What follows belongs to an exercise in optimizing a design on an open flow for small area, a short achievable clock period and few clock cycles; a production flow would make more cautious choices. RTL that was checked went through simulation tests only; none was proved equivalent to the original. Function not checked in runs 1 and 4: the RTL went through the layout flow alone.

===== flow/run.sh =====
#!/bin/bash
# synth_recipe.tcl (not shown) runs the flow's synth.tcl, then flattens the netlist and writes it again
# the make line also repeats each setting of config.mk as NAME=value (left out here)
make -C /OpenROAD-flow-scripts/flow DESIGN_CONFIG=/design/flow/config.mk WORK_HOME=/design/flow/orfs CLKGATE_MAP_FILE= SYNTH_SCRIPT=/design/flow/synth_recipe.tcl finish

===== flow/config.mk =====
export PLATFORM = sky130hd
export DESIGN_NAME = exec_stage_md
export DESIGN_NICKNAME = exec_stage_md
export VERILOG_FILES = /design/flow/design.v
export SDC_FILE = /design/flow/constraint.sdc
export NUM_CORES = 4
export LEC_CHECK = 0
export CAP_MARGIN = 20
export CORE_MARGIN = 2
export CORE_UTILIZATION = 50
export SETUP_SLACK_MARGIN = 3.0
export SLEW_MARGIN = 20

===== flow/constraint.sdc =====
create_clock -name core_clock -period 11.5 [get_ports {clk}]
set_input_delay 2.3000 -clock core_clock [delete_from_list [all_inputs] [get_ports {clk}]]
set_output_delay 2.3000 -clock core_clock [all_outputs]
set_load 0.01 [all_outputs]

===== flow/design.v =====
`default_nettype none
module lzc32 (
    input  wire logic [31:0] x,
    output      logic [5:0]  z
);
    logic [15:0] v1; logic [15:0]      p1;
    logic [7:0]  v2; logic [7:0][1:0]  p2;
    logic [3:0]  v3; logic [3:0][2:0]  p3;
    logic [1:0]  v4; logic [1:0][3:0]  p4;
    always_comb begin
        for (int i = 0; i < 16; i++) begin
            v1[i] = x[2*i+1] | x[2*i];
            p1[i] = ~x[2*i+1];
        end
        for (int i = 0; i < 8; i++) begin
            v2[i] = v1[2*i+1] | v1[2*i];
            p2[i] = v1[2*i+1] ? {1'b0, p1[2*i+1]} : {1'b1, p1[2*i]};
        end
        for (int i = 0; i < 4; i++) begin
            v3[i] = v2[2*i+1] | v2[2*i];
            p3[i] = v2[2*i+1] ? {1'b0, p2[2*i+1]} : {1'b1, p2[2*i]};
        end
        for (int i = 0; i < 2; i++) begin
            v4[i] = v3[2*i+1] | v3[2*i];
            p4[i] = v3[2*i+1] ? {1'b0, p3[2*i+1]} : {1'b1, p3[2*i]};
        end
        if (v4[1])      z = {2'b00, p4[1]};
        else if (v4[0]) z = {2'b01, p4[0]};
        else            z = 6'd32;
    end
endmodule
module exec_stage_md (
    input  wire logic        clk,
    input  wire logic        rst_n,
    input  wire logic        in_valid,
    output      logic        in_ready,
    input  wire logic        flush,
    input  wire logic        md_en,
    input  wire logic [2:0]  md_op,
    input  wire logic [4:0]  alu_ctrl,
    input  wire logic        jump,
    input  wire logic        branch,
    input  wire logic        sel_a_pc,
    input  wire logic        sel_b_imm,
    input  wire logic        tgt_rs1,
    input  wire logic [31:0] rd1,
    input  wire logic [31:0] rd2,
    input  wire logic [31:0] pc,
    input  wire logic [31:0] imm,
    input  wire logic [1:0]  fwd_a,
    input  wire logic [1:0]  fwd_b,
    input  wire logic [31:0] result_w,
    input  wire logic [31:0] alu_result_m,
    output      logic        out_valid,
    input  wire logic        out_ready,
    output      logic [31:0] result,
    output      logic [31:0] write_data,
    output      logic [31:0] pc_target,
    output      logic        redirect,
    output      logic        stall_o
);
    logic [31:0] rs1, rs2, alu_a, alu_b, alu_out;
    always_comb begin
        case (fwd_a)
            2'b01:   rs1 = result_w;
            2'b10:   rs1 = alu_result_m;
            default: rs1 = rd1;
        endcase
        case (fwd_b)
            2'b01:   rs2 = result_w;
            2'b10:   rs2 = alu_result_m;
            default: rs2 = rd2;
        endcase
    end
    assign alu_a = sel_a_pc  ? pc  : rs1;
    assign alu_b = sel_b_imm ? imm : rs2;
    logic        do_sub;
    logic [32:0] sum;
    logic        lt_u, lt_s, eq;
    assign do_sub = (alu_ctrl != 5'd0);
    assign sum    = {1'b0, alu_a} + {1'b0, alu_b ^ {32{do_sub}}} + {32'd0, do_sub};
    assign lt_u   = ~sum[32];
    assign lt_s   = (alu_a[31] ^ alu_b[31]) ? alu_a[31] : sum[31];
    assign eq     = (alu_a == alu_b);
    logic        is_sll;
    logic [31:0] sh_in, sh_out, sh_rev;
    logic [4:0]  shamt;
    assign is_sll = (alu_ctrl[2:0] == 3'd2);
    assign shamt  = alu_b[4:0];
    always_comb begin
        for (int i = 0; i < 32; i++) sh_in[i] = is_sll ? alu_a[31-i] : alu_a[i];
    end
    assign sh_out = 32'($signed({alu_ctrl[0] & alu_a[31], sh_in}) >>> shamt);
    always_comb begin
        for (int i = 0; i < 32; i++) sh_rev[i] = sh_out[31-i];
    end
    always_comb begin
        case (alu_ctrl)
            5'd0, 5'd1:   alu_out = sum[31:0];
            5'd2:         alu_out = sh_rev;
            5'd3, 5'd12:  alu_out = {31'd0, lt_s};
            5'd4, 5'd14:  alu_out = {31'd0, lt_u};
            5'd5:         alu_out = alu_a ^ alu_b;
            5'd6, 5'd7:   alu_out = sh_out;
            5'd8:         alu_out = alu_a | alu_b;
            5'd9:         alu_out = alu_a & alu_b;
            5'd10:        alu_out = {31'd0, eq};
            5'd11:        alu_out = {31'd0, ~eq};
            5'd13:        alu_out = {31'd0, ~lt_s};
            5'd15:        alu_out = {31'd0, ~lt_u};
            5'd16:        alu_out = alu_b;
            default:      alu_out = 32'd0;
        endcase
    end
    logic [31:0] tgt_sum, pc_tgt;
    assign tgt_sum = (tgt_rs1 ? rs1 : pc) + imm;
    assign pc_tgt  = {tgt_sum[31:1], tgt_sum[0] & ~tgt_rs1};
    typedef enum logic [1:0] {
        S_IDLE = 2'd0,
        S_MUL  = 2'd1,
        S_DIV  = 2'd2,
        S_DONE = 2'd3
    } state_t;
    state_t      state_q, state_d;
    logic [2:0]  op_q;
    logic [3:0]  cnt_q;
    logic [1:0]  jm1_q;
    logic [31:0] B_q, H_q, BL_q;
    logic        bneg_q, neg_q_q, neg_r_q;
    logic [31:0] pct_q;
    logic live, is_idle;
    assign live    = rst_n & ~flush;
    assign is_idle = (state_q == S_IDLE);
    logic [2:0]  mop;
    logic        ma_sgn, mb_sgn;
    assign mop    = is_idle ? md_op : op_q;
    assign ma_sgn = (mop[1:0] == 2'd1) | (mop[1:0] == 2'd2);
    assign mb_sgn = (mop[1:0] == 2'd1);
    logic       in_ma_sgn;
    logic [1:0] in_jm1;
    logic       ext8, ext16, ext24;
    assign in_ma_sgn = (md_op[1:0] == 2'd1) | (md_op[1:0] == 2'd2);
    assign ext8  = (rs1[31:8]  == {24{in_ma_sgn & rs1[7]}});
    assign ext16 = (rs1[31:16] == {16{in_ma_sgn & rs1[15]}});
    assign ext24 = (rs1[31:24] == {8{in_ma_sgn & rs1[23]}});
    assign in_jm1 = ext8 ? 2'd0 : ext16 ? 2'd1 : ext24 ? 2'd2 : 2'd3;
    logic               m_last;
    logic [31:0]        m_b_src, m_h_src;
    logic [7:0]         m_c_src;
    logic signed [32:0] m_b, m_h;
    logic signed [8:0]  m_c;
    logic signed [41:0] m_sum;
    assign m_last  = is_idle ? (in_jm1 == 2'd0) : (cnt_q[1:0] == jm1_q);
    assign m_b_src = is_idle ? rs2      : B_q;
    assign m_c_src = is_idle ? rs1[7:0] : BL_q[7:0];
    assign m_h_src = is_idle ? 32'd0    : H_q;
    assign m_b     = {mb_sgn & m_b_src[31], m_b_src};
    assign m_h     = {mb_sgn & m_h_src[31], m_h_src};
    assign m_c     = {ma_sgn & m_last & m_c_src[7], m_c_src};
    assign m_sum   = m_b * m_c + m_h;
    logic        d_sgn, a_neg, b_neg, d_zero, q_zero;
    logic [31:0] a_mag, b_x;
    logic [5:0]  za, zb;
    logic [6:0]  s_raw;
    logic [5:0]  s_amt;
    logic [63:0] n_sh;
    assign d_sgn  = ~md_op[0];
    assign a_neg  = d_sgn & rs1[31];
    assign b_neg  = d_sgn & rs2[31];
    assign a_mag  = a_neg ? -rs1 : rs1;
    assign b_x    = rs2 ^ {32{b_neg}};        
    assign d_zero = (rs2 == 32'd0);
    lzc32 u_lza (.x(a_mag), .z(za));
    lzc32 u_lzb (.x(b_x),   .z(zb));
    assign q_zero = (zb < za);
    assign s_raw  = 7'd31 + {1'b0, za} - {1'b0, zb};
    assign s_amt  = (q_zero | d_zero) ? 6'd32 : (s_raw[6] ? 6'd0 : {s_raw[5:1], 1'b0});
    assign n_sh   = {32'd0, a_mag} << s_amt;
    logic [32:0] dv;
    logic [33:0] t1, t2;
    logic        q1, q2;
    logic [31:0] r1, r2;
    assign dv = {1'b1, B_q ^ {32{~bneg_q}}};
    assign t1 = {1'b0, H_q, BL_q[31]} + {1'b0, dv} + {33'd0, ~bneg_q};
    assign q1 = t1[33];
    assign r1 = q1 ? t1[31:0] : {H_q[30:0], BL_q[31]};
    assign t2 = {1'b0, r1, BL_q[30]} + {1'b0, dv} + {33'd0, ~bneg_q};
    assign q2 = t2[33];
    assign r2 = q2 ? t2[31:0] : {r1[30:0], BL_q[30]};
    logic accept;
    assign accept = is_idle & in_valid & md_en;
    always_comb begin
        state_d = state_q;
        case (state_q)
            S_IDLE: if (in_valid && md_en)
                        state_d = md_op[2] ? ((q_zero || d_zero) ? S_DONE : S_DIV)
                                           : ((in_jm1 == 2'd0) ? S_DONE : S_MUL);
            S_MUL:  if (m_last) state_d = S_DONE;
            S_DIV:  if (cnt_q == 4'd0) state_d = S_DONE;
            S_DONE: if (out_ready) state_d = S_IDLE;
            default: state_d = S_IDLE;
        endcase
        if (flush) state_d = S_IDLE;
    end
    always_ff @(posedge clk or negedge rst_n) begin
        if (!rst_n) state_q <= S_IDLE;
        else        state_q <= state_d;
    end
    always_ff @(posedge clk) begin
        case (state_q)
            S_IDLE: if (in_valid && md_en) begin
                op_q   <= md_op;
                B_q    <= rs2;
                pct_q  <= pc_tgt;
                if (md_op[2]) begin
                    H_q     <= n_sh[63:32];
                    BL_q    <= n_sh[31:0] | {32{d_zero}};
                    cnt_q   <= ~s_amt[4:1];
                    jm1_q   <= 2'd3;
                    bneg_q  <= b_neg;
                    neg_q_q <= (a_neg ^ b_neg) & ~d_zero;
                    neg_r_q <= a_neg;
                end else begin
                    H_q   <= m_sum[39:8];
                    BL_q  <= {m_sum[7:0], rs1[31:8]};
                    cnt_q <= 4'd1;
                    jm1_q <= in_jm1;
                end
            end
            S_MUL: begin
                H_q   <= m_sum[39:8];
                BL_q  <= {m_sum[7:0], BL_q[31:8]};
                cnt_q <= cnt_q + 4'd1;
            end
            S_DIV: begin
                H_q   <= r2;
                BL_q  <= {BL_q[29:0], q1, q2};
                cnt_q <= cnt_q - 4'd1;
            end
            default: ;
        endcase
    end
    logic        is_div, sel_hi, neg_res, p_ext;
    logic [2:0]  k;
    logic [95:0] v;
    logic [31:0] md_raw, md_res;
    assign is_div  = op_q[2];
    assign sel_hi  = is_div ? op_q[1] : (op_q[1:0] != 2'd0);
    assign neg_res = is_div & (op_q[1] ? neg_r_q : neg_q_q);
    assign p_ext   = ~is_div & ((op_q[1:0] == 2'd1) | (op_q[1:0] == 2'd2)) & H_q[31];
    assign k       = {sel_hi, ~jm1_q};
    assign v       = {{32{p_ext}}, H_q, BL_q};
    assign md_raw  = v[{k, 3'b000} +: 32];
    assign md_res  = (md_raw ^ {32{neg_res}}) + {31'd0, neg_res};
    logic is_done;
    assign is_done = (state_q == S_DONE);
    assign in_ready   = is_idle;
    assign out_valid  = live & (is_idle ? (in_valid & ~md_en) : is_done);
    assign redirect   = live & is_idle & in_valid & ~md_en & (jump | (branch & alu_out[0]));
    assign stall_o    = live & ~is_idle & ~(is_done & out_ready);
    assign result     = is_idle ? alu_out : md_res;
    assign write_data = is_idle ? rs2     : B_q;
    assign pc_target  = is_idle ? pc_tgt  : pct_q;
endmodule
`default_nettype wire

==> results of run 1 <==
metrics by stage:
stage               cells
detailed placement   6395
global route         6761
floorplan            4970
finish               6770
global placement     6394
CTS                  6658
cell usage in the layout (no fill, tap or decap), types with 39 or more instances in the layout:
cell,count
a21o_1,75
a21oi_1,208
a21oi_2,73
a22oi_1,60
a31oi_1,47
buf_4,472
buf_6,175
clkdlybuf4s50_1,240
edfxtp_1,140
fa_1,265
ha_1,283
inv_1,483
mux2_2,84
mux2_4,47
mux2i_1,193
mux2i_4,43
mux4_2,39
nand2_1,410
nand2b_1,51
nand3_1,58
nor2_1,470
nor2b_1,67
nor3_1,77
o211ai_1,45
o21ai_0,144
o21ai_1,40
o21ai_2,43
xnor2_1,196
xor2_1,79
critical path, delay by kind of cell:
family,cells,cell delay (ns)
buffers and inverters,8,0.92
and+or+nand+nor,6,1.22
AOI/OAI and AO/OA,15,3.19
adders and majority gates,7,2.74
xor gates and xnor gates,1,0.14
path summary, 6_finish.rpt:
check | startpoint | endpoint
max | fwd_a[1] | H_q[31]
min | state_q[0] | state_q[0]
max reg2reg | bneg_q | H_q[10]
min reg2reg | state_q[0] | state_q[0]
max in group asynchronous | rst_n | state_q[1]
min in group asynchronous | rst_n | state_q[0]
flip-flops by register name, indices dropped and copies added, names as in the netlist, 2 cells and up:
| register | flops |
|---|---|
| state_q | 2 |
| BL_q | 32 |
| cnt_q | 4 |
| jm1_q | 2 |
| B_q | 32 |
| pct_q | 32 |
| H_q | 32 |
| op_q | 3 |
logic make-up after synthesis:
logic type,share of synthesized area
AND/OR/NAND/NOR,0.1702
AO/OA/AOI/OAI,0.2184
buffers and inverters,0.07589
adder cells (fa/ha/maj),0.2357
multiplexers,0.1221
XOR/XNOR,0.07043
flip-flops,0.1072
layout make-up:
type                    count  area, um^2  share of cell area
diodes                     13       32.53           0.0006045
clock buffers              17       425.4            0.007905
clock inverters            15       135.1            0.002511
inverters                 505        1919             0.03567
multi-input cells        4058       36720              0.6824
flip-flops and latches    142        4254             0.07905
well taps                1050        1314             0.02441
repair buffers            970        9011              0.1674
repair_timing:
item | 4_1_cts | 5_1_grt
endpoints found under the setup margin | 128 | 123
pin swaps | 257 | 204
gates resized for setup | 825 | 365
setup buffers | 220 | 97
cloned | 11 | 2
per-layer routing:
layer	global-route usage	share of wire	vias up
met5	0	0.0012	-
met2	0.6586	0.41	3354
met4	0.2442	0.070	10
met3	0.1323	0.14	808
met1	0.6187	0.38	21610
li1	-	-	19160
==> impl_metrics.toml, run 1 <==
[setup_path]
reg2reg_depth = 33
path_class = "primary input to register"
path_max_fanout = 7
worstPathRequired_ns = 11.74
cp-start-kind = "primary input"
worst_path_most_repeated_cell = "fa_1"
worst_path_max_delay_cell = "fa_1"
end_kind = "register"
crit_path_max_incr_delay_ns = 0.51
crit_arrival_ns = 10.55
regToRegSetupSlack_ns = 2.23

[logic_synthesis]
ys.flop_type = "edfxtp_1"
synthArstFlopShare = 0.01408
synth-edff-count = 140
synth_seq_area_share = 0.1072
synth_warnings = 2
synth_cells = 4970
ys_top_cells_by_count = "nor2_1 (513), inv_1 (499), nand2_1 (423), ha_1 (312), a21oi_1 (295)"
synth_area_leaders = "fa_1 (14%), edfxtp_1 (11%), ha_1 (9.8%), mux2i_1 (6.1%), xnor2_1 (5.1%)"
yosysMostFrequentCell = "nor2_1"
synthesis.area_mm2 = 0.03967
synth_top_area_cell = "fa_1"
synth-seq-cells = 142
synth.avg_cell_area_um2 = 7.982
synth.distinct_cells = 111
synthDominantCellAreaShare = 0.1373

[timing]
min_period_over_period = 0.8960
setup_viol_count_final = 0
slew_headroom = 0.2422
setup_tns_ns = 0
final_hold_viol_count = 0
skew_ns = 0.01701
tightest_slew_ns = 1.134
hold_slack_ns = 0.5775
maxSlewViolCount = 0
timing.final.ws_setup_ns = 1.196
timing.fmax_mhz = 97.05
final.min_clock_period_ns = 10.30
rsz0062_at_grt = "true"

[flow_run]
cap_violations = 0

[clock_tree]
cts_tree = "built"
hold_buffers = 0
clockBufferDepth = 2
path_clk_slew_ns = 0.08
clkLatencyLatePin_ns = 0.50
cts_made_buffers = 17
cts.sinks = 142
clockRootBuffer = "clkbuf_16"
htreeDepth = 4

[route]
wl_mm = 195.5
wl_per_cell_um = 28.88
drc = 0
vias = 44950
dr.pass1.iters = 7
avgViaCountPerCell = 6.639
final_antenna_net_count = 0
drt-initial-drc-count = 6226

[placement]
place_hpwl_mm = 152.1
place_area_mm2 = 0.04611
pre_cts_slack_ns = 0.06773
portBuffers = 314
finalWeightedCongestion = 1.053

[global_route]
grt_pass1_wl_mm = 276.1
grt_pass1_vias = 41250
grt_usage = 0.4576
antenna_found_initial = 18
grt-ovfl-total = 0
grt_max_degree = 69

[final_layout]
nNetsFinal = 6493
drive_gt1_frac = 0.2730
syn_to_final_growth_pct = 35.66
num-fill-cells = 6478
utilization = 0.6834
fin_area_mm2 = 0.05381

[floorplan]
initial_utilization = 0.5038
pin_count = 315
dieArea_mm2 = 0.08161
dieHeight_um = 285.7
die_w_um = 285.7
core_mm2 = 0.07874
rows = 103

[worst_hold_path]
hold_path_depth = 2
min_path_type = "register to register"

[run_status]
outcome = "finished clean"
==> run 2, diff against run 1 <==
--- a/flow/design.v
+++ b/flow/design.v
@@ -28,6 +28,62 @@
         else if (v4[0]) z = {2'b01, p4[0]};
         else            z = 6'd32;
     end
+endmodule
+module bk_add #(parameter int W = 33) (
+    input  wire logic [W-1:0] a, b,
+    input  wire logic         ci,
+    output      logic [W-1:0] s,
+    output      logic         co
+);
+    localparam int L = $clog2(W);
+    logic [W-1:0] p, G, P;
+    always_comb begin
+        p = a ^ b;
+        G = a & b;
+        P = p;
+        G[0] = G[0] | (p[0] & ci);
+        for (int l = 0; l < L; l++)
+            for (int i = (2 << l) - 1; i < W; i += (2 << l)) begin
+                G[i] = G[i] | (P[i] & G[i - (1 << l)]);
+                P[i] = P[i] & P[i - (1 << l)];
+            end
+        for (int l = L - 2; l >= 0; l--)
+            for (int i = 3 * (1 << l) - 1; i < W; i += (2 << l)) begin
+                G[i] = G[i] | (P[i] & G[i - (1 << l)]);
+                P[i] = P[i] & P[i - (1 << l)];
+            end
+        s  = p ^ {G[W-2:0], ci};
+        co = G[W-1];
+    end
+endmodule
+module booth_macc (
+    input  wire logic [32:0] m,
+    input  wire logic [8:0]  c,
+    input  wire logic [32:0] h,
+    output      logic [39:0] o
+);
+    logic [10:0]        cx;
+    logic signed [41:0] pp [0:4];
+    logic [41:0]        negs;
+    always_comb begin
+        cx   = {c[8], c, 1'b0};
+        negs = '0;
+        for (int i = 0; i < 5; i++) begin
+            logic b0, b1, b2, one, two, neg;
+            logic [33:0] mi;
+            b0  = cx[2*i]; b1 = cx[2*i+1]; b2 = cx[2*i+2];
+            one = b0 ^ b1;
+            two = (b2 & ~b1 & ~b0) | (~b2 & b1 & b0);
+            neg = b2 & ~(b1 & b0);
+            mi  = one ? {m[32], m} : two ? {m, 1'b0} : 34'd0;
+            mi  = neg ? ~mi : mi;
+            pp[i] = $signed(42'($signed(mi))) <<< (2*i);
+            negs[2*i] = neg;
+        end
+    end
+    logic signed [41:0] s;
+    assign s = pp[0] + pp[1] + pp[2] + pp[3] + pp[4] + 42'($signed(h)) + $signed(negs);
+    assign o = s[39:0];
 endmodule
 module exec_stage_md (
     input  wire logic        clk,
@@ -140,24 +196,24 @@
     logic [1:0] in_jm1;
     logic       ext8, ext16, ext24;
     assign in_ma_sgn = (md_op[1:0] == 2'd1) | (md_op[1:0] == 2'd2);
-    assign ext8  = (rs1[31:8]  == {24{in_ma_sgn & rs1[7]}});
+    assign ext8  = (rs1[31:8]  == 24'd0);
     assign ext16 = (rs1[31:16] == {16{in_ma_sgn & rs1[15]}});
     assign ext24 = (rs1[31:24] == {8{in_ma_sgn & rs1[23]}});
     assign in_jm1 = ext8 ? 2'd0 : ext16 ? 2'd1 : ext24 ? 2'd2 : 2'd3;
     logic               m_last;
     logic [31:0]        m_b_src, m_h_src;
     logic [7:0]         m_c_src;
-    logic signed [32:0] m_b, m_h;
-    logic signed [8:0]  m_c;
-    logic signed [41:0] m_sum;
-    assign m_last  = is_idle ? (in_jm1 == 2'd0) : (cnt_q[1:0] == jm1_q);
+    logic [32:0] m_b, m_h;
+    logic [8:0]  m_c;
+    logic [39:0] m_sum;
+    assign m_last  = ~is_idle & (cnt_q[1:0] == jm1_q);
     assign m_b_src = is_idle ? rs2      : B_q;
     assign m_c_src = is_idle ? rs1[7:0] : BL_q[7:0];
     assign m_h_src = is_idle ? 32'd0    : H_q;
     assign m_b     = {mb_sgn & m_b_src[31], m_b_src};
     assign m_h     = {mb_sgn & m_h_src[31], m_h_src};
     assign m_c     = {ma_sgn & m_last & m_c_src[7], m_c_src};
-    assign m_sum   = m_b * m_c + m_h;
+    booth_macc u_macc (.m(m_b), .c(m_c), .h(m_h), .o(m_sum));
     logic        d_sgn, a_neg, b_neg, d_zero, q_zero;
     logic [31:0] a_mag, b_x;
     logic [5:0]  za, zb;
@@ -181,10 +237,10 @@
     logic        q1, q2;
     logic [31:0] r1, r2;
     assign dv = {1'b1, B_q ^ {32{~bneg_q}}};
-    assign t1 = {1'b0, H_q, BL_q[31]} + {1'b0, dv} + {33'd0, ~bneg_q};
+    bk_add #(33) u_t1 (.a({H_q, BL_q[31]}), .b(dv), .ci(~bneg_q), .s(t1[32:0]), .co(t1[33]));
     assign q1 = t1[33];
     assign r1 = q1 ? t1[31:0] : {H_q[30:0], BL_q[31]};
-    assign t2 = {1'b0, r1, BL_q[30]} + {1'b0, dv} + {33'd0, ~bneg_q};
+    bk_add #(33) u_t2 (.a({r1, BL_q[30]}), .b(dv), .ci(~bneg_q), .s(t2[32:0]), .co(t2[33]));
     assign q2 = t2[33];
     assign r2 = q2 ? t2[31:0] : {r1[30:0], BL_q[30]};
     logic accept;
@@ -247,7 +303,8 @@
     assign is_div  = op_q[2];
     assign sel_hi  = is_div ? op_q[1] : (op_q[1:0] != 2'd0);
     assign neg_res = is_div & (op_q[1] ? neg_r_q : neg_q_q);
-    assign p_ext   = ~is_div & ((op_q[1:0] == 2'd1) | (op_q[1:0] == 2'd2)) & H_q[31];
+    assign p_ext   = ~is_div & H_q[31]
+                   & ((op_q[1:0] == 2'd1) | ((op_q[1:0] == 2'd2) & (jm1_q != 2'd0)));
     assign k       = {sel_hi, ~jm1_q};
     assign v       = {{32{p_ext}}, H_q, BL_q};
     assign md_raw  = v[{k, 3'b000} +: 32];
--- a/flow/config.mk
+++ b/flow/config.mk
@@ -8,5 +8,5 @@
 export CAP_MARGIN = 20
 export CORE_MARGIN = 2
 export CORE_UTILIZATION = 50
-export SETUP_SLACK_MARGIN = 3.0
+export SETUP_SLACK_MARGIN = 0.2
 export SLEW_MARGIN = 20
==> run 2 against run 1 <==
Compared with the run above:
- routed wire length decreased by 3.4%
- worst hold slack got worse by 0.0082 ns
- design area decreased by 20%
- critical path depth decreased by 11
- register-to-register slack got worse by 0.84 ns
- critical endpoint is now result[0]
- sequential share of layout area increased by 1.9 points
- area after synthesis decreased by 6.2%
- via count decreased by 8.2%
==> impl_metrics.toml, run 2 <==
[run_status]
outcome = "finished clean"

[logic_synthesis]
synth.distinct_cells = 107
synth_warnings = 5
synth_top_area_cell = "edfxtp_1"
ys_top_cells_by_count = "nor2_1 (421), a21oi_1 (407), nand2_1 (356), inv_1 (332), xnor2_1 (302)"
synthesis.area_mm2 = 0.03722
synth_cells = 4772
synth.avg_cell_area_um2 = 7.800
ys.flop_type = "edfxtp_1"
synthDominantCellAreaShare = 0.1129
synth_seq_area_share = 0.1143
synth_area_leaders = "edfxtp_1 (11%), ha_1 (10%), fa_1 (9.3%), xnor2_1 (7.1%), mux2i_1 (5.7%)"
synthArstFlopShare = 0.01408
yosysMostFrequentCell = "nor2_1"
synth-seq-cells = 142
synth-edff-count = 140

[final_layout]
syn_to_final_growth_pct = 16.17
final_common_cell = "nor2_1"
layout_common_cells = "nor2_1 (411), a21oi_1 (404), nand2_1 (356), inv_1 (331), clkdlybuf4s50_1 (311)"
fin_area_mm2 = 0.04324
layout.cells.non_filler = 6068
nNetsFinal = 5763
drive_gt1_frac = 0.1122

[global_route]
antenna_found_initial = 9
grt_usage = 0.4795
grt_max_degree = 71
grt_pass1_wl_mm = 270.6
grt_pass1_vias = 39180
grt-ovfl-total = 0

[floorplan]
initial_utilization = 0.5025
pin_count = 315
dieHeight_um = 276.8
core_mm2 = 0.07407
rows = 100
dieArea_mm2 = 0.07664
die_w_um = 276.8

[timing]
rsz0062_at_grt = "true"
final.min_clock_period_ns = 11.07
setup_viol_count_final = 0
maxSlewViolCount = 0
hold_slack_ns = 0.5694
setup_tns_ns = 0
timing.final.ws_setup_ns = 0.4266
skew_ns = 0.01794
timing.fmax_mhz = 90.31
tightest_slew_ns = 1.149
min_period_over_period = 0.9629
final_hold_viol_count = 0
slew_headroom = 0.2120

[setup_path]
reg2reg_to = "H_q[6]"
regToRegSetupSlack_ns = 1.39
path_class = "primary input to output port"
worstPathRequired_ns = 9.20
crit_arrival_ns = 8.77
end_kind = "output port"
cp-start-kind = "primary input"
r2r_start = "bneg_q"
path_max_fanout = 12
reg2reg_depth = 32

[placement]
place_area_mm2 = 0.04255
place_hpwl_mm = 153.8
finalWeightedCongestion = 1.093
portBuffers = 314
place_inst = 6028
pre_cts_slack_ns = -0.08929

[route]
dr.pass1.iters = 6
avgViaCountPerCell = 6.802
wl_met1_mm = 68.54
drt-initial-drc-count = 6054
wl_per_cell_um = 31.12
final_antenna_net_count = 0
dr_wl_met2_mm = 79.62
wl_mm = 188.8
drc = 0
highest-signal-layer = "met5"
vias = 41280
route.met3.wl_mm = 21.69

[worst_hold_path]
min_from = "state_q[1]"
min_path_type = "register to register"
hold_path_depth = 2
min_to = "state_q[1]"

[clock_tree]
clockRootBuffer = "clkbuf_16"
htreeDepth = 4
clkLatencyLatePin_ns = 0.51
cts_made_buffers = 17
path_clk_slew_ns = 0.06
hold_buffers = 0
cts_tree = "built"
clockBufferDepth = 2
cts.sinks = 142

[flow_run]
cap_violations = 0
-- run 2: cell count changes in the layout (fill, tap and decap cells not counted), moves of 67 or more --
cell | previous run | this run
buf_4 | 472 | 274
a21oi_1 | 208 | 404
buf_6 | 175 | 0
inv_1 | 483 | 331
xnor2_1 | 196 | 301
o21ai_0 | 144 | 242
fa_1 | 265 | 173
clkdlybuf4s50_1 | 240 | 311
a21oi_2 | 73 | 4
nor3_1 | 77 | 144
-- run 2: through the flow --
| step | utilization |
|---|---|
| after CTS | 0.5820 |
| final | 0.5837 |
| after global placement | 0.5745 |
| after global routing | 0.5835 |
| after detailed placement | 0.5745 |
| after floorplan | - |
-- run 2: layout make-up --
cell class / count / area, um^2
fill: 6954 / 30830
multi-input combinational: 3988 / 30710
timing repair buffer: 589 / 5205
sequential: 142 / 4254
inverter: 341 / 1280
tap: 969 / 1212
clock buffer: 18 / 429.2
clock inverter: 13 / 130.1
antenna: 8 / 20.02
-- run 2: kinds of logic (layout without fill, tap and decap cells) --
kind of cell / Yosys count / after routing / share of synthesized area
AOI/OAI and AO/OA: 1459 / 1459 / 0.2583
and+or+nand+nor: 1311 / 1311 / 0.1643
buffers and inverters: 642 / 961 / 0.06817
adders and majority gates: 469 / 469 / 0.1926
xor gates and xnor gates: 396 / 396 / 0.09379
muxes: 352 / 352 / 0.1085
DFF: 142 / 142 / 0.1143
other: 1 / 9 / 0.0001008
-- run 2: routing by layer --
layer	vias up	track usage
met1	19560	0.5727
met4	6	0.3960
met2	2972	0.7228
li1	18020	-
met3	717	0.1262
met5	-	0.009381
-- run 2: critical path, cell delays in order --
cell and delay [ns]:
clkdlybuf4s50_1 0.50, inv_1 0.06, ha_2 0.44, a221oi_1 0.12
nor2_2 0.46, inv_1 0.15, o21ai_0 0.33, inv_1 0.14
fa_1 0.43, nor2b_1 0.13, o21ai_0 0.12, a21oi_1 0.23
o21ai_0 0.14, a21boi_0 0.25, o21ai_0 0.17, a31oi_1 0.27
o211ai_1 0.21, a31oi_1 0.25, a211oi_2 0.10, o211ai_1 0.30
nand3_1 0.16, mux2i_1 0.15, a311o_2 0.44, buf_4 0.18
mux2_2 0.26, clkdlybuf4s50_1 0.49
-- run 2: worst max path at each step --
stage	start	end	slack, ns	cells past startpoint
6_report	fwd_a[0]	result[0]	0.43	26
5_1_grt	fwd_a[1]	pc_target[30]	0.14	27
4_1_cts	fwd_a[0]	pc_target[31]	0.24	24
3_5_place_dp	fwd_a[0]	H_q[30]	-0.09	37
3_3_place_gp	fwd_a[0]	H_q[30]	0.05	37
2_1_floorplan	fwd_a[0]	H_q[30]	1.15	33
-- run 2: repair_timing --
action	4_1_cts	5_1_grt
setup buffers	0	1
setup endpoints to repair	0	22
endpoints found under the hold margin	0	0
gates resized for setup	0	23
Testbench counts of run 2, summed over its fixed seeds: cycles 7,810.
==> run 3, diff against run 2 <==
--- a/flow/config.mk
+++ b/flow/config.mk
@@ -8,5 +8,5 @@
 export CAP_MARGIN = 20
 export CORE_MARGIN = 2
 export CORE_UTILIZATION = 50
-export SETUP_SLACK_MARGIN = 0.2
+export SETUP_SLACK_MARGIN = 1.5
 export SLEW_MARGIN = 20
==> run 3 against run 2 <==
Compared with the run above:
- still clean
- flip-flop and latch count stayed put
- register-to-register slack better by 0.56 ns
- via count is 2.2% higher
- global-route usage is 0.44 points higher
- worst setup slack better by 1.2 ns
- critical endpoint is now redirect
==> impl_metrics.toml, run 3 <==
[timing]
tightest_slew_ns = 1.223
timing.fmax_mhz = 101.3
skew_ns = 0.02578
final_hold_viol_count = 0
setup_viol_count_final = 0
slew_headroom = 0.1616
setup_tns_ns = 0
maxSlewViolCount = 0
rsz0062_at_grt = "false"
final.min_clock_period_ns = 9.875
min_period_over_period = 0.8587

[logic_synthesis]
ys_top_cells_by_count = "nor2_1 (421), a21oi_1 (407), nand2_1 (356), inv_1 (332), xnor2_1 (302)"
synth_warnings = 5
synth_seq_area_share = 0.1143
synthDominantCellAreaShare = 0.1129
yosysMostFrequentCell = "nor2_1"
synth_top_area_cell = "edfxtp_1"
synth-edff-count = 140
ys.flop_type = "edfxtp_1"
synthArstFlopShare = 0.01408
synthesis.area_mm2 = 0.03722
synth-seq-cells = 142
synth.avg_cell_area_um2 = 7.800
synth_cells = 4772
synth_area_leaders = "edfxtp_1 (11%), ha_1 (10%), fa_1 (9.3%), xnor2_1 (7.1%), mux2i_1 (5.7%)"
synth.distinct_cells = 107

[floorplan]
rows = 100
dieHeight_um = 276.8
initial_utilization = 0.5025
dieArea_mm2 = 0.07664
die_w_um = 276.8
pin_count = 315
core_mm2 = 0.07407

[final_layout]
nNetsFinal = 5838
fin_area_mm2 = 0.04506
final_common_cell = "nor2_1"
layout_common_cells = "nor2_1 (400), a21oi_1 (385), nand2_1 (353), inv_1 (322), buf_4 (312)"
num-fill-cells = 6851
syn_to_final_growth_pct = 21.06
layout.cells.non_filler = 6144
drive_gt1_frac = 0.1550

[route]
drc = 0
vias = 42170
final_antenna_net_count = 0
wl_per_cell_um = 31.36
wl_mm = 192.7
drt-initial-drc-count = 6546
dr.pass1.iters = 8
avgViaCountPerCell = 6.863

[setup_path]
end_kind = "output port"
crit_arrival_ns = 7.58
regToRegSetupSlack_ns = 1.95
path_class = "primary input to output port"
cp-start-kind = "primary input"
path_max_fanout = 43
worstPathRequired_ns = 9.20

[clock_tree]
path_clk_slew_ns = 0.06
clockRootBuffer = "clkbuf_16"
hold_buffers = 0
clkLatencyLatePin_ns = 0.51
cts_tree = "built"
cts.sinks = 142
clockBufferDepth = 2
cts_made_buffers = 17
htreeDepth = 4

[run_status]
outcome = "finished clean"

[worst_hold_path]
min_path_type = "register to register"

[global_route]
grt_max_degree = 71
antenna_found_initial = 9
grt_pass1_wl_mm = 272.6
grt_pass1_vias = 39210
grt-ovfl-total = 0
grt_usage = 0.4839

[placement]
place_area_mm2 = 0.04252
portBuffers = 314
place_hpwl_mm = 154.8
place_inst = 6022
finalWeightedCongestion = 1.119

[flow_run]
cap_violations = 0
[run 3: worst paths after layout]
kind                            startpoint          to  depth (start not counted)
worst max-delay path              fwd_a[0]    redirect                         21
worst min-delay path            state_q[0]  state_q[0]                          2
worst max register to register      bneg_q     H_q[18]                         34
worst min register to register  state_q[0]  state_q[0]                          2
max in group asynchronous            rst_n  state_q[0]                          1
min in group asynchronous            rst_n  state_q[1]                          1
[run 3: stage by stage]
stage / setup WS (ns) / util / hold WS [ns]
after floorplan: 1.504 / - / 0.5320
after global placement: 0.2776 / 0.5741 / 0.5646
after detailed placement: 0.1526 / 0.5741 / 0.5883
after CTS: 1.394 / 0.5945 / 0.5949
after global routing: 1.436 / 0.6081 / 0.6132
final: 1.625 / 0.6083 / 0.5998
[run 3: what timing repair did]
action                     CTS  global route
gates cloned                 0             3
pin swaps                   27            49
resized for setup          152           138
buffers inserted            37            42
setup endpoints to repair  105            94
[run 3: metal layers]
layer,part of all wire,vias up,global-route usage
met5,0.00032,-,0
met4,0.11,8,0.4097
met1,0.36,19820,0.5785
li1,-,18200,-
met3,0.12,910,0.1296
met2,0.42,3228,0.7236
[run 3: layout make-up]
cell class                 instances  area [um^2]  area share
tap                              969         1212     0.02691
sequential                       142         4254     0.09441
inverter                         341         1300     0.02885
antenna                            8        20.02   0.0004443
clock inverter                    15        148.9    0.003304
clock buffer                      17        425.4    0.009441
multi-input combinational       3989        31660      0.7027
timing repair buffer             663         6035      0.1339
[run 3: worst max-delay path: stages]
cell	delay, ns
clkbuf_2	0.13
inv_1	0.08
ha_4	0.34
buf_4	0.16
buf_6	0.28
nor2_1	0.12
a21oi_2	0.38
o21ai_0	0.43
ha_1	0.47
nor4_1	0.38
nand4_1	0.16
nor2_2	0.24
xnor2_1	0.17
nor4b_1	0.08
or4_1	0.50
a221o_1	0.30
a311o_1	0.40
buf_4	0.16
a21oi_1	0.13
nor4_1	0.06
clkdlybuf4s15_2	0.26
[run 3: cell families (layout without fill, tap and decap cells)]
logic type               after synthesis  in the layout  synth area share
AO/OA/AOI/OAI                       1459           1459            0.2583
flip-flops                           142            142            0.1143
buffers and inverters                642           1036           0.06817
XOR/XNOR                             396            396           0.09379
AND/OR/NAND/NOR                     1311           1312            0.1643
adder cells (fa/ha/maj)              469            469            0.1926
multiplexers                         352            352            0.1085
other                                  1              9         0.0001008
==> run 4, diff against run 3 <==
--- a/flow/design.v
+++ b/flow/design.v
@@ -85,17 +85,8 @@
     assign s = pp[0] + pp[1] + pp[2] + pp[3] + pp[4] + 42'($signed(h)) + $signed(negs);
     assign o = s[39:0];
 endmodule
-module exec_stage_md (
-    input  wire logic        clk,
-    input  wire logic        rst_n,
-    input  wire logic        in_valid,
-    output      logic        in_ready,
-    input  wire logic        flush,
-    input  wire logic        md_en,
-    input  wire logic [2:0]  md_op,
+module ex_alu (
     input  wire logic [4:0]  alu_ctrl,
-    input  wire logic        jump,
-    input  wire logic        branch,
     input  wire logic        sel_a_pc,
     input  wire logic        sel_b_imm,
     input  wire logic        tgt_rs1,
@@ -107,15 +98,12 @@
     input  wire logic [1:0]  fwd_b,
     input  wire logic [31:0] result_w,
     input  wire logic [31:0] alu_result_m,
-    output      logic        out_valid,
-    input  wire logic        out_ready,
-    output      logic [31:0] result,
-    output      logic [31:0] write_data,
-    output      logic [31:0] pc_target,
-    output      logic        redirect,
-    output      logic        stall_o
+    output      logic [31:0] rs1,
+    output      logic [31:0] rs2,
+    output      logic [31:0] alu_out,
+    output      logic [31:0] pc_tgt
 );
-    logic [31:0] rs1, rs2, alu_a, alu_b, alu_out;
+    logic [31:0] alu_a, alu_b;
     always_comb begin
         case (fwd_a)
             2'b01:   rs1 = result_w;
@@ -168,9 +156,47 @@
             default:      alu_out = 32'd0;
         endcase
     end
-    logic [31:0] tgt_sum, pc_tgt;
+    logic [31:0] tgt_sum;
     assign tgt_sum = (tgt_rs1 ? rs1 : pc) + imm;
     assign pc_tgt  = {tgt_sum[31:1], tgt_sum[0] & ~tgt_rs1};
+endmodule
+module exec_stage_md (
+    input  wire logic        clk,
+    input  wire logic        rst_n,
+    input  wire logic        in_valid,
+    output      logic        in_ready,
+    input  wire logic        flush,
+    input  wire logic        md_en,
+    input  wire logic [2:0]  md_op,
+    input  wire logic [4:0]  alu_ctrl,
+    input  wire logic        jump,
+    input  wire logic        branch,
+    input  wire logic        sel_a_pc,
+    input  wire logic        sel_b_imm,
+    input  wire logic        tgt_rs1,
+    input  wire logic [31:0] rd1,
+    input  wire logic [31:0] rd2,
+    input  wire logic [31:0] pc,
+    input  wire logic [31:0] imm,
+    input  wire logic [1:0]  fwd_a,
+    input  wire logic [1:0]  fwd_b,
+    input  wire logic [31:0] result_w,
+    input  wire logic [31:0] alu_result_m,
+    output      logic        out_valid,
+    input  wire logic        out_ready,
+    output      logic [31:0] result,
+    output      logic [31:0] write_data,
+    output      logic [31:0] pc_target,
+    output      logic        redirect,
+    output      logic        stall_o
+);
+    logic [31:0] rs1, rs2, alu_out, pc_tgt;
+    ex_alu u_alu (
+        .alu_ctrl(alu_ctrl), .sel_a_pc(sel_a_pc), .sel_b_imm(sel_b_imm), .tgt_rs1(tgt_rs1),
+        .rd1(rd1), .rd2(rd2), .pc(pc), .imm(imm), .fwd_a(fwd_a), .fwd_b(fwd_b),
+        .result_w(result_w), .alu_result_m(alu_result_m),
+        .rs1(rs1), .rs2(rs2), .alu_out(alu_out), .pc_tgt(pc_tgt)
+    );
     typedef enum logic [1:0] {
         S_IDLE = 2'd0,
         S_MUL  = 2'd1,
--- a/flow/config.mk
+++ b/flow/config.mk
@@ -10,3 +10,4 @@
 export CORE_UTILIZATION = 50
 export SETUP_SLACK_MARGIN = 1.5
 export SLEW_MARGIN = 20
+export SYNTH_HIERARCHICAL = 1
==> run 4 against run 3 <==
Compared with the run above:
- still clean
- clock skew shrank 0.0081 ns
- synthesized cell count grew 11%
- count of clock-buffer cells in the layout is the same
- flip-flop and latch count is the same
- worst hold slack lost 0.015 ns
- critical path depth grew 9
- critical path type is now primary input to register
==> impl_metrics.toml, run 4 <==
[global_route]
grt_pass1_vias = 42130
grt_max_degree = 69
grt_pass1_wl_mm = 292.4
antenna_found_initial = 23
grt_usage = 0.4662
grt-ovfl-total = 0

[floorplan]
rows = 105
core_mm2 = 0.08185
dieArea_mm2 = 0.08474
dieHeight_um = 291.1
pin_count = 315
initial_utilization = 0.5035
die_w_um = 291.1

[timing]
timing.final.ws_setup_ns = 1.555
final.min_clock_period_ns = 9.945
final_hold_viol_count = 0
skew_ns = 0.01765
setup_tns_ns = 0
rsz0062_at_grt = "true"
min_period_over_period = 0.8648
maxSlewViolCount = 0
slew_headroom = 0.2915
timing.fmax_mhz = 100.6
tightest_slew_ns = 1.063
setup_viol_count_final = 0

[run_status]
outcome = "finished clean"

[setup_path]
worstPathRequired_ns = 11.73
crit_arrival_ns = 10.17
end_kind = "register"
path_class = "primary input to register"
reg2reg_depth = 30
worst_path_max_delay_cell = "nor4_1"
cp-start-kind = "primary input"
path_max_fanout = 20
crit_path_max_incr_delay_ns = 0.62

[logic_synthesis]
synth_warnings = 12
synth_cells = 5282
synth.avg_cell_area_um2 = 7.803
synthesis.area_mm2 = 0.04121

[clock_tree]
cts_tree = "built"
cts.sinks = 142
htreeDepth = 4
hold_buffers = 0
clockRootBuffer = "clkbuf_16"
clkLatencyLatePin_ns = 0.47
clockBufferDepth = 2
cts_made_buffers = 17
path_clk_slew_ns = 0.07

[route]
wl_mm = 206.4
wl_per_cell_um = 30.94
final_antenna_net_count = 0
drc = 0
dr.pass1.iters = 10
drt-initial-drc-count = 7418
avgViaCountPerCell = 6.865
vias = 45800

[final_layout]
syn_to_final_growth_pct = 18.06
layout.cells.non_filler = 6671
layout_common_cells = "nand2_1 (472), inv_1 (420), nor2_1 (349), a21oi_1 (333), buf_4 (332)"
drive_gt1_frac = 0.1547
final_common_cell = "nand2_1"
nNetsFinal = 6258

[worst_hold_path]
hold_path_depth = 2
min_path_type = "register to register"

[placement]
finalWeightedCongestion = 1.089
place_hpwl_mm = 160.3
pre_cts_slack_ns = 0.2440
place_inst = 6540
portBuffers = 314

[flow_run]
cap_violations = 0
run 4: changes by cell type in the layout (fill, tap and decap cells not counted), moves of 32 or more:
cell	change
a21oi_1	-52
inv_1	+98
o211ai_1	+66
mux2_2	+65
nor3_1	-42
xor2_1	+95
nor2_1	-51
nand2_1	+119
o22ai_1	-62
xnor2_1	-42
o22a_1	+32
run 4: worst paths after layout:
check / end / startpoint / slack, ns
setup / recovery: H_q[13] / fwd_a[0] / 1.55
hold / removal: state_q[0] / state_q[0] / 0.59
setup reg to reg: H_q[15] / bneg_q / 2.80
hold reg to reg: state_q[0] / state_q[0] / 0.59
max in group asynchronous: state_q[1] / rst_n / 9.35
min in group asynchronous: state_q[0] / rst_n / 2.01
run 4: worst max-delay path, delay by kind of cell:
| family | cells | cell delay (ns) |
|---|---|---|
| XOR/XNOR | 1 | 0.38 |
| AND/OR/NAND/NOR | 9 | 2.74 |
| adder cells (fa/ha/maj) | 3 | 0.86 |
| buffers and inverters | 9 | 1.91 |
| AO/OA/AOI/OAI | 6 | 1.49 |
| multiplexers | 2 | 0.46 |
run 4: per-layer routing:
metal  vias to the layer above  track usage  wire, um
li1                      19700            -         -
met1                     21890       0.6320     81140
met2                      3512       0.6632     83620
met3                       692       0.1403     28590
met4                         8       0.2440     12880
met5                         -            0       172
run 4: final cells by class:
cell class	count	area, um^2
inverter	430	1614
antenna	23	57.56
clock inverter	14	182.7
timing repair buffer	682	6279
sequential	142	4254
multi-input combinational	4293	34500
tap	1070	1339
clock buffer	17	425.4
fill	7612	33190
run 4: repair_timing:
item | 4_1_cts | 5_1_grt
endpoints found under the setup margin | 92 | 90
setup buffers | 17 | 54
gates cloned | 4 | 2
pin swaps | 13 | 50
gates resized for setup | 75 | 152
run 4: metrics by stage:
step	hold slack [ns]	util	area, um^2
6_report	0.5851	0.5945	48660
3_5_place_dp	0.5776	0.5651	46250
5_1_grt	0.6134	0.5941	48630
2_1_floorplan	0.5320	-	41220
3_3_place_gp	0.5666	0.5651	46250
4_1_cts	0.5869	0.5796	47440
==> run 5, diff against run 4 <==
--- a/flow/design.v
+++ b/flow/design.v
@@ -241,8 +241,8 @@
     assign m_c     = {ma_sgn & m_last & m_c_src[7], m_c_src};
     booth_macc u_macc (.m(m_b), .c(m_c), .h(m_h), .o(m_sum));
     logic        d_sgn, a_neg, b_neg, d_zero, q_zero;
-    logic [31:0] a_mag, b_x;
-    logic [5:0]  za, zb;
+    logic [31:0] a_mag, a_x, b_x;
+    logic [5:0]  za_x, za, zb;
     logic [6:0]  s_raw;
     logic [5:0]  s_amt;
     logic [63:0] n_sh;
@@ -250,10 +250,12 @@
     assign a_neg  = d_sgn & rs1[31];
     assign b_neg  = d_sgn & rs2[31];
     assign a_mag  = a_neg ? -rs1 : rs1;
-    assign b_x    = rs2 ^ {32{b_neg}};        
+    assign a_x    = rs1 ^ {32{a_neg}};
+    assign b_x    = rs2 ^ {32{b_neg}};
     assign d_zero = (rs2 == 32'd0);
-    lzc32 u_lza (.x(a_mag), .z(za));
-    lzc32 u_lzb (.x(b_x),   .z(zb));
+    lzc32 u_lza (.x(a_x), .z(za_x));
+    lzc32 u_lzb (.x(b_x), .z(zb));
+    assign za     = za_x - {5'd0, a_neg};
     assign q_zero = (zb < za);
     assign s_raw  = 7'd31 + {1'b0, za} - {1'b0, zb};
     assign s_amt  = (q_zero | d_zero) ? 6'd32 : (s_raw[6] ? 6'd0 : {s_raw[5:1], 1'b0});
--- a/flow/config.mk
+++ b/flow/config.mk
@@ -8,6 +8,6 @@
 export CAP_MARGIN = 20
 export CORE_MARGIN = 2
 export CORE_UTILIZATION = 50
-export SETUP_SLACK_MARGIN = 1.5
+export SETUP_SLACK_MARGIN = 2.5
 export SLEW_MARGIN = 20
 export SYNTH_HIERARCHICAL = 1
==> run 5 against run 4 <==
Compared with the run above:
- still clean
- global-route usage fell by 0.20 points
- flip-flop and latch count did not move
- worst hold slack got worse by 0.0028 ns
- sequential share of layout area fell by 0.41 points
- utilization rose by 2.9 points
- non-clock buffer count rose by 45
- register-to-register slack improved by 0.22 ns
- worst setup slack improved by 0.73 ns
- via count fell by 0.68%
- synthesized cell count fell by 0.57%
- critical path type is now primary input to output port
- critical endpoint is now redirect
- largest cell class unchanged
==> impl_metrics.toml, run 5 <==
[floorplan]
rows = 105
pin_count = 315
core_mm2 = 0.08185
dieHeight_um = 291.1
die_w_um = 291.1
initial_utilization = 0.5037
dieArea_mm2 = 0.08477

[worst_hold_path]
min_path_type = "register to register"
hold_path_depth = 2

[placement]
place_inst = 6409
pre_cts_slack_ns = 0.3729
portBuffers = 314
place_hpwl_mm = 156.5
finalWeightedCongestion = 1.054

[logic_synthesis]
synth.avg_cell_area_um2 = 7.850
synth_warnings = 12
synth_cells = 5252
synthesis.area_mm2 = 0.04123

[setup_path]
regToRegSetupSlack_ns = 3.02
endpoint = "redirect"
startpoint = "alu_result_m[5]"
critPathBufInv = 5
crit_path_max_incr_delay_ns = 0.51
path_max_fanout = 3
end_kind = "output port"
reg2reg_depth = 28
cp_num_cells = 22
cp-start-kind = "primary input"
reg2reg_to = "H_q[16]"
worst_path_max_delay_cell = "clkdlybuf4s50_1"
cp_cell_sequence = "clkdlybuf4s50_1, a22oi_2, o21ai_4, buf_4, nand2_1, nand2_1, ha_1, and3_1, a221oi_4, o21ai_2, o311a_1, o211a_1, o21ai_4, o31ai_4, a311oi_2, mux2i_1, nand4_1, buf_6, a21oi_4, buf_6, nor4_2, buf_2"
path_class = "primary input to output port"
r2r_start = "state_q[0]"
cp_top_family = "compound AO/OA/AOI/OAI gates"
crit_arrival_ns = 6.91
worstPathRequired_ns = 9.20

[timing]
min_period_over_period = 0.8009
rsz0062_at_grt = "true"
slew_headroom = 0.1980
skew_ns = 0.01509
maxSlewViolCount = 0
final.min_clock_period_ns = 9.210
timing.fmax_mhz = 108.6
timing.final.ws_setup_ns = 2.290
setup_tns_ns = 0
setup_viol_count_final = 0
final_hold_viol_count = 0
tightest_slew_ns = 1.187

[final_layout]
nNetsFinal = 6272
layout.cells.non_filler = 6670
multi_input_area_mm2 = 0.03612
seq_area_mm2 = 0.004254
drive_gt1_frac = 0.2053
num-fill-cells = 7269
layout_common_cells = "nand2_1 (453), inv_1 (399), nor2_1 (330), buf_4 (320), a21oi_1 (291)"
syn_to_final_growth_pct = 23.78
final_common_cell = "nand2_1"

[clock_tree]
cts_tree = "built"
path_clk_slew_ns = 0.08
clockRootBuffer = "clkbuf_16"
cts.sinks = 142
clockBufferDepth = 2
hold_buffers = 0
cts_made_buffers = 17
htreeDepth = 4
clkLatencyLatePin_ns = 0.50

[route]
wl_per_cell_um = 31.07
avgViaCountPerCell = 6.819
drc = 0
dr.pass1.iters = 7
vias = 45490
drt-initial-drc-count = 6263
final_antenna_net_count = 0
wl_mm = 207.2

[global_route]
grt_usage = 0.4642
antenna_found_initial = 16
grt_pass1_wl_mm = 290.9
grt-ovfl-total = 0
grt_max_degree = 86
grt_pass1_vias = 41600

[run_status]
outcome = "finished clean"

[flow_run]
cap_violations = 0
-- run 5: worst min path at each step --
stage,from,end,slack (ns)
5_1_grt,state_q[0],state_q[0],0.64
3_5_place_dp,state_q[0],state_q[0],0.57
4_1_cts,state_q[0],state_q[0],0.58
6_report,state_q[0],state_q[0],0.58
2_1_floorplan,state_q[1],state_q[1],0.53
3_3_place_gp,state_q[0],state_q[0],0.57
-- run 5: cell type report --
cell class	instances	share of cell area
timing repair inverter	1	0.0001471
clock buffer	17	0.008337
sequential	142	0.08337
clock inverter	15	0.002844
inverter	423	0.03163
antenna	9	0.0004413
multi-input combinational	4266	0.7079
tap	1070	0.02624
timing repair buffer	727	0.1391
-- run 5: per-stage QoR --
step                      instance area (um^2)  hold slack [ns]  utilization
after floorplan                          41810           0.5320            -
after global placement                   45810           0.5676       0.5597
after detailed placement                 45820           0.5739       0.5598
after CTS                                48650           0.5837       0.5944
after global routing                     51030           0.6377       0.6234
final                                    51030           0.5823       0.6235
-- run 5: routing by layer --
metal,up-vias,routed length (um),share of wire,track usage
met5,-,28,0.00014,0
met4,4,13660,0.066,0.2419
met3,671,28270,0.14,0.1265
met2,3317,84570,0.41,0.6616
met1,21940,80710,0.39,0.6374
li1,19550,-,-,-
-- run 5: what timing repair did --
action                                  in CTS  in global routing
pin swaps                                   81                105
gates resized for setup                    329                315
cloned                                       7                  9
setup buffers                              105                 99
endpoints found under the setup margin     125                105
-- run 5: worst min-delay path, delay by kind of cell (launching register included) --
family | cells | cell delay (ns)
AND/OR/NAND/NOR | 1 | 0.07
flip-flops | 1 | 0.42
AO/OA/AOI/OAI | 1 | 0.05
Testbench counts of run 5, summed over its fixed seeds: cycles 7,835.
==> run 6, diff against run 5 <==
--- a/flow/config.mk
+++ b/flow/config.mk
@@ -8,6 +8,5 @@
 export CAP_MARGIN = 20
 export CORE_MARGIN = 2
 export CORE_UTILIZATION = 50
-export SETUP_SLACK_MARGIN = 2.5
+export SETUP_SLACK_MARGIN = 2.0
 export SLEW_MARGIN = 20
-export SYNTH_HIERARCHICAL = 1
==> run 6 against run 5 <==
Compared with the run above:
- critical path depth grew 3
- routed wire length shrank 3.8%
==> impl_metrics.toml, run 6 <==
[logic_synthesis]
synth.distinct_cells = 105
synthArstFlopShare = 0.01408
synth_xor_xnor_area_share = 0.08967
synth_top_area_cell = "edfxtp_1"
synth_warnings = 6
synthMuxAreaShare = 0.1089
yosysMostFrequentCell = "a21oi_1"
ys.flop_type = "edfxtp_1"
synth_compound_area_frac = 0.2678
synthDominantCellAreaShare = 0.1106
synth_cells = 4874
yosys.area_share.simple = 0.1659
synth-adder-area-share = 0.1893
synth-seq-cells = 142
synth_top_family_by_area = "compound AO/OA/AOI/OAI gates"
synthesis.area_mm2 = 0.03800
ys_top_cells_by_count = "a21oi_1 (423), nand2_1 (421), nor2_1 (382), inv_1 (310), o21ai_0 (307)"
synth_area_leaders = "edfxtp_1 (11%), ha_1 (9.8%), fa_1 (9.1%), xnor2_1 (6.7%), a21oi_1 (5.6%)"
synth_seq_area_share = 0.1120
synth-edff-count = 140
synth.avg_cell_area_um2 = 7.795

[floorplan]
core_mm2 = 0.07557
pin_count = 315
initial_utilization = 0.5028
rows = 101
die_w_um = 279.7
dieArea_mm2 = 0.07821
dieHeight_um = 279.7

[flow_run]
cap_violations = 0

[global_route]
grt_usage = 0.4909
grt_pass1_wl_mm = 280.8
grt_pass1_vias = 40430
grt_max_degree = 71
grt-ovfl-total = 0
antenna_found_initial = 18

[setup_path]
crit_path_max_incr_delay_ns = 0.40
r2r_start = "bneg_q"
path_class = "primary input to output port"
regToRegSetupSlack_ns = 2.45
path_max_fanout = 7
cp_top_family = "compound AO/OA/AOI/OAI gates"
cp-start-kind = "primary input"
reg2reg_depth = 30
worst_path_max_delay_cell = "a2111o_1"
critPathBufInv = 7
end_kind = "output port"
startpoint = "fwd_b[0]"
reg2reg_to = "H_q[12]"
cp_num_cells = 25
worstPathRequired_ns = 9.20
crit_arrival_ns = 7.25
endpoint = "redirect"

[timing]
skew_ns = 0.02087
setup_viol_count_final = 0
setup_tns_ns = 0
tightest_slew_ns = 1.093
min_period_over_period = 0.8304
maxSlewViolCount = 0
final.min_clock_period_ns = 9.550
timing.fmax_mhz = 104.7
final_hold_viol_count = 0
slew_headroom = 0.2624
rsz0062_at_grt = "true"

[clock_tree]
cts.sinks = 142
htreeDepth = 4
clockBufferDepth = 2
cts_made_buffers = 17
path_clk_slew_ns = 0.07
hold_buffers = 0
cts_tree = "built"
clkLatencyLatePin_ns = 0.49
clockRootBuffer = "clkbuf_16"

[final_layout]
seq_area_mm2 = 0.004254
fin_area_mm2 = 0.04689
layout.cells.non_filler = 6276
num-fill-cells = 6805
multi_input_area_mm2 = 0.03310
layout_common_cells = "nand2_1 (418), a21oi_1 (392), nor2_1 (362), buf_4 (323), inv_1 (305)"
final_common_cell = "nand2_1"
syn_to_final_growth_pct = 23.40
drive_gt1_frac = 0.1795
nNetsFinal = 5959

[route]
drt-initial-drc-count = 7283
final_antenna_net_count = 0
vias = 44020
drc = 0
wl_mm = 199.3
dr.pass1.iters = 11
avgViaCountPerCell = 7.014
wl_per_cell_um = 31.76

[placement]
portBuffers = 314
place_hpwl_mm = 157.6
place_inst = 6104
finalWeightedCongestion = 1.137
place_area_mm2 = 0.04327

[worst_hold_path]
min_path_type = "register to register"
hold_path_depth = 2

[run_status]
outcome = "finished clean"
==> run 6: cell type report <==
class | count | share of cell area
timing repair buffer | 695 | 0.1382
inverter | 321 | 0.02586
multi-input combinational | 4096 | 0.7060
clock buffer | 17 | 0.009073
antenna | 12 | 0.0006404
clock inverter | 15 | 0.003336
sequential | 142 | 0.09073
tap | 978 | 0.02610
==> run 6: metal layers <==
metal | GRT usage | part of all wire | vias up
met5 | 0 | 0.00033 | -
met4 | 0.2888 | 0.076 | 8
met3 | 0.1733 | 0.15 | 814
met2 | 0.7017 | 0.40 | 3705
met1 | 0.6356 | 0.37 | 20850
li1 | - | - | 18640
==> run 6: per-stage QoR <==
stage / worst slack, ns / hold WS, ns / utilization
floorplan: 1.983 / 0.5425 / -
global placement: 0.2797 / 0.6133 / 0.5726
detailed placement: 0.2004 / 0.6265 / 0.5726
CTS: 1.826 / 0.6429 / 0.6029
global route: 1.754 / 0.6767 / 0.6203
finish: 1.950 / 0.6628 / 0.6205
==> run 6: worst min path at each step <==
stage | startpoint | endpoint | slack (ns)
floorplan | state_q[1] | state_q[1] | 0.54
finish | state_q[1] | state_q[1] | 0.66
detailed placement | state_q[1] | state_q[1] | 0.63
CTS | state_q[1] | state_q[1] | 0.64
global placement | state_q[1] | state_q[1] | 0.61
global route | state_q[1] | state_q[1] | 0.68
==> run 6: repair_timing <==
action                     4_1_cts  5_1_grt
pin swaps                       50       95
cloned                           2        1
gates resized for setup        241      179
buffers inserted                75       49
setup endpoints to repair      115       96
==> run 6: kinds of logic (layout without fill, tap and decap cells) <==
logic type	after synthesis	in the layout
simple gates	1351	1351
buf+inv	636	1048
mux	333	333
flops	142	142
xor+xnor	389	389
compound gates	1551	1551
other cells	1	13
fa+ha+maj	471	471
==> run 6: worst reg2reg max path: cells and delay by family, from the launching register on <==
kind / cells / cell delay (ns)
flip-flops: 1 / 0.36
buffers and inverters: 5 / 1.37
AND/OR/NAND/NOR: 2 / 0.64
adder cells (fa/ha/maj): 2 / 0.65
XOR/XNOR: 1 / 0.45
AO/OA/AOI/OAI: 18 / 4.76
multiplexers: 2 / 0.60

==> static timing again, ports no longer ideal <==
In the flow no input, the clock included, has a driving cell. The finished layouts below were timed again as built, in two steps.
Step 1: set_driving_cell puts a clkbuf_16 on clk and a buf_2 on each other input, an assumption about the parent block.
Step 2 times the ports against the registers' clock, not the clock port: input delays grow and output delays shrink by t, the midpoint of the rising clock arrivals with the driver on.
a / b / c = no drivers / after step 1 / after step 2; a / b = the first two.
run | t (ns) | slack for setup (ns) | worst setup path after step 2
run 1 | 0.556 | 1.196 / 1.191 / 0.669 | input to register
run 2 | 0.577 | 0.427 / 0.404 / 0.152 | input to register
run 3 | 0.563 | 1.625 / 1.602 / 1.094 | input to register
run 4 | 0.529 | 1.555 / 1.546 / 1.072 | input to register
run 5 | 0.552 | 2.290 / 2.222 / 1.737 | input to register
run 6 | 0.538 | 1.950 / 1.928 / 1.424 | input to register
After both steps every run listed still meets setup and hold. For run 5, which loses most, drivers alone change the setup slack by -0.068 ns; drivers and shift together by -0.553 ns.
